This design comes from an exercise in tuning for small area and a short achievable clock period on the open sky130 flow, not from production work. Function was checked by simulation only, so behaviour that the tests miss may differ from the original. Power and IR drop assume default switching activity.

==> inputs of 10-03 <==
## alu_unit
module alu_unit
#(
  parameter int unsigned WIDTH = 32
) (
  input  logic               clk,
  input  logic               rst_n,
  input  logic               in_valid,
  input  logic [WIDTH-1:0]   rs,
  input  logic [WIDTH-1:0]   rt,
  input  logic [alu_pkg::CTRL_W-1:0]  ctrl,
  input  logic [alu_pkg::SHAMT_W-1:0] sa,
  input  logic               div_signed,
  output logic               out_valid,
  output logic [WIDTH-1:0]   rd,
  output logic               overflow,
  output logic [WIDTH-1:0]   quotient,
  output logic [WIDTH-1:0]   remainder
);
make LEC_CHECK=0 ABC_AREA=1 CAP_MARGIN=50 CORE_MARGIN=2 CORE_UTILIZATION=70 CTS_BUF_LIST=sky130_fd_sc_hd__clkbuf_8 CTS_CLUSTER_SIZE=25 SLEW_MARGIN=70 finish   # period 100.0 ns
run.sh (not shown) runs the stock make flow with config.mk's settings and CLKGATE_MAP_FILE= SYNTH_SCRIPT=/design/flow/synth_recipe.tcl, a recipe that flattens the netlist after the stock synthesis.
==> 11-20: changes against 10-03 <==
- CAP_MARGIN: 50 -> 20
- CTS_BUF_LIST: sky130_fd_sc_hd__clkbuf_8 -> default
- CTS_CLUSTER_SIZE: 25 -> default
- SLEW_MARGIN: 70 -> 20
==> comparison table <==
item                                                                         10-03       11-20
Inserted Clock Buffers                                                          99          68
Clock-pin slew of the registers on the worst-case setup and hold paths       70 ps       60 ps
Number of vias in the routed layout                                          47200       46900
Fmax                                                                      45.9 MHz    44.7 MHz
Cell at the root of the clock tree                                        clkbuf_8   clkbuf_16
Fin area                                                                0.0516 mm2  0.0511 mm2
Clock-cell share of area                                                     4.13%       4.48%
Layout clock buffers                                                           116          84
Number of cells in the design after placement                                 8166        8155
Global Route met3 Usage                                                      7.89%       7.21%
Flop-to-flop setup slack                                                  78600 ps    77640 ps
Clock Power Share                                                            24.7%       26.6%
Post-route clock skew                                                      76.3 ps     38.3 ps
Non-clock buffer count                                                         210         198
Routed WL per cell                                                         16.4 um     16.4 um
Placed Instance Area                                                    0.0493 mm2  0.0488 mm2
Run status                                                timing/DRC/antenna clean  timing/DRC/antenna clean
Length of routed met3 wiring                                              11800 um    11700 um
Area of the multi-input gates                                           0.0295 mm2  0.0292 mm2
Sequential Area                                                         0.0130 mm2  0.0129 mm2
Met2 Track Usage GR                                                          63.8%       63.4%
Static leakage                                                             25.4 nW     25.2 nW
Share of cell area taken by multi-input logic gates                          57.2%       57.2%
Ratio of cells with drive above 1 in the final layout                        9.95%       7.62%
Worst setup margin                                                        78190 ps    77640 ps

* * *

==> 03-07 <==
Another version of the RTL of alu_unit (not shown whole).
Settings: LEC_CHECK=0, ABC_AREA=1, CAP_MARGIN=50, CORE_MARGIN=2, CORE_UTILIZATION=70, CTS_BUF_LIST=sky130_fd_sc_hd__clkbuf_16, CTS_CLUSTER_DIAMETER=100, CTS_CLUSTER_SIZE=30, SLEW_MARGIN=70; clock period 100.0 ns.
standard.sh (not shown) runs the stock make flow with config.mk's settings and CLKGATE_MAP_FILE= SYNTH_SCRIPT=/design/flow/synth_recipe.tcl, a recipe that flattens the netlist after the stock synthesis.
==> flow/flow/run.sh <==
#!/bin/bash
# The standard layout (standard synthesis included), with one change: the
# port buffers that global placement inserts are plain sky130 buf_2 cells
# instead of the cell the resizer picks by default (a delay buffer).
# ORFS keeps each step's log under orfs/logs/; make's own output goes to
# layout_make.log in this folder.
set -euo pipefail
bash standard.sh "BUFFER_PORTS_ARGS=-buffer_cell sky130_fd_sc_hd__buf_2" finish > layout_make.log 2>&1
==> 12-09: changes against 03-07 <==
Settings changed: CTS_BUF_LIST sky130_fd_sc_hd__clkbuf_16 to sky130_fd_sc_hd__clkbuf_8, CTS_CLUSTER_DIAMETER 100 to unset, CTS_CLUSTER_SIZE 30 to 25.
==> comparison table <==
metric                                                                                     12-09           03-07
Result of the run                                                                 finished clean  finished clean
Pre-Repair DR Iteration Count                                                                  8               7
Clock root buffer                                                                       clkbuf_8       clkbuf_16
Buffer share of cell area                                                                  2.57%           2.66%
Max incr delay on CP                                                                     0.34 ns         0.35 ns
Part of the power in combinational logic                                                   42.6%           48.0%
Wire length on met3                                                                      8330 um         7800 um
Internal Dissipation                                                                    0.565 mW        0.475 mW
Post-detailed-routing wire length                                                      133000 um       131000 um
Post-Route Hold Slack                                                                   0.306 ns        0.327 ns
Number of H-tree levels                                                                        3               1
Total number of nets in the final design                                                    7491            7420
Clock input transition at the sequential cells of the worst setup and hold paths         0.07 ns         0.11 ns
Clock buffers and inverters, area share                                                    4.64%           1.85%
Upper clock frequency limit                                                           0.0471 GHz      0.0473 GHz
Sum of routed wire segments on met1                                                     53400 um        53300 um
Number of clock buffers in the layout                                                        131              29
Terminating pin of the worst hold path                                                 s2_aq[24]       s4_aq[30]
Clock buffer count from CTS                                                                  101              29
Vias in the first global route                                                             42900           41800
Multi-input logic area                                                                30000 um^2      30000 um^2
Routed vias/inst                                                                            5.56            5.56
Finished Layout Cells                                                                       8331            8192

[re-timing with driven ports]
The results above use ideal ports. As a check the final layouts listed here were re-extracted and re-timed, cells and wires unchanged.
Step 1 assumes that a clkbuf_16 drives the clock port and a buf_2 every other input.
Step 2 also shifts input and output timing later by t, the mid clock arrival at the registers, as if the neighbouring blocks saw the same clock.
Slacks: no drivers / after step 1 / after step 2; pairs: no drivers / after step 1.
run | t (ns) | slack for setup (ns) | worst setup path after step 2 | clock arrival spread, ns | worst slew at a driven data input, ns
10-03 | 0.804 | 78.193 / 78.122 / 78.597 | register to register | 0.076 / 0.076 | 0.06
11-20 | 0.679 | 77.643 / 77.643 / 77.643 | register to register | 0.043 / 0.043 | 0.05
03-07 | 0.711 | 78.841 / 78.771 / 78.961 | input to register | 0.043 / 0.042 | 0.05
12-09 | 0.778 | 78.783 / 78.712 / 78.882 | input to register | 0.086 / 0.086 | 0.05
After both steps every run listed still meets setup and hold.
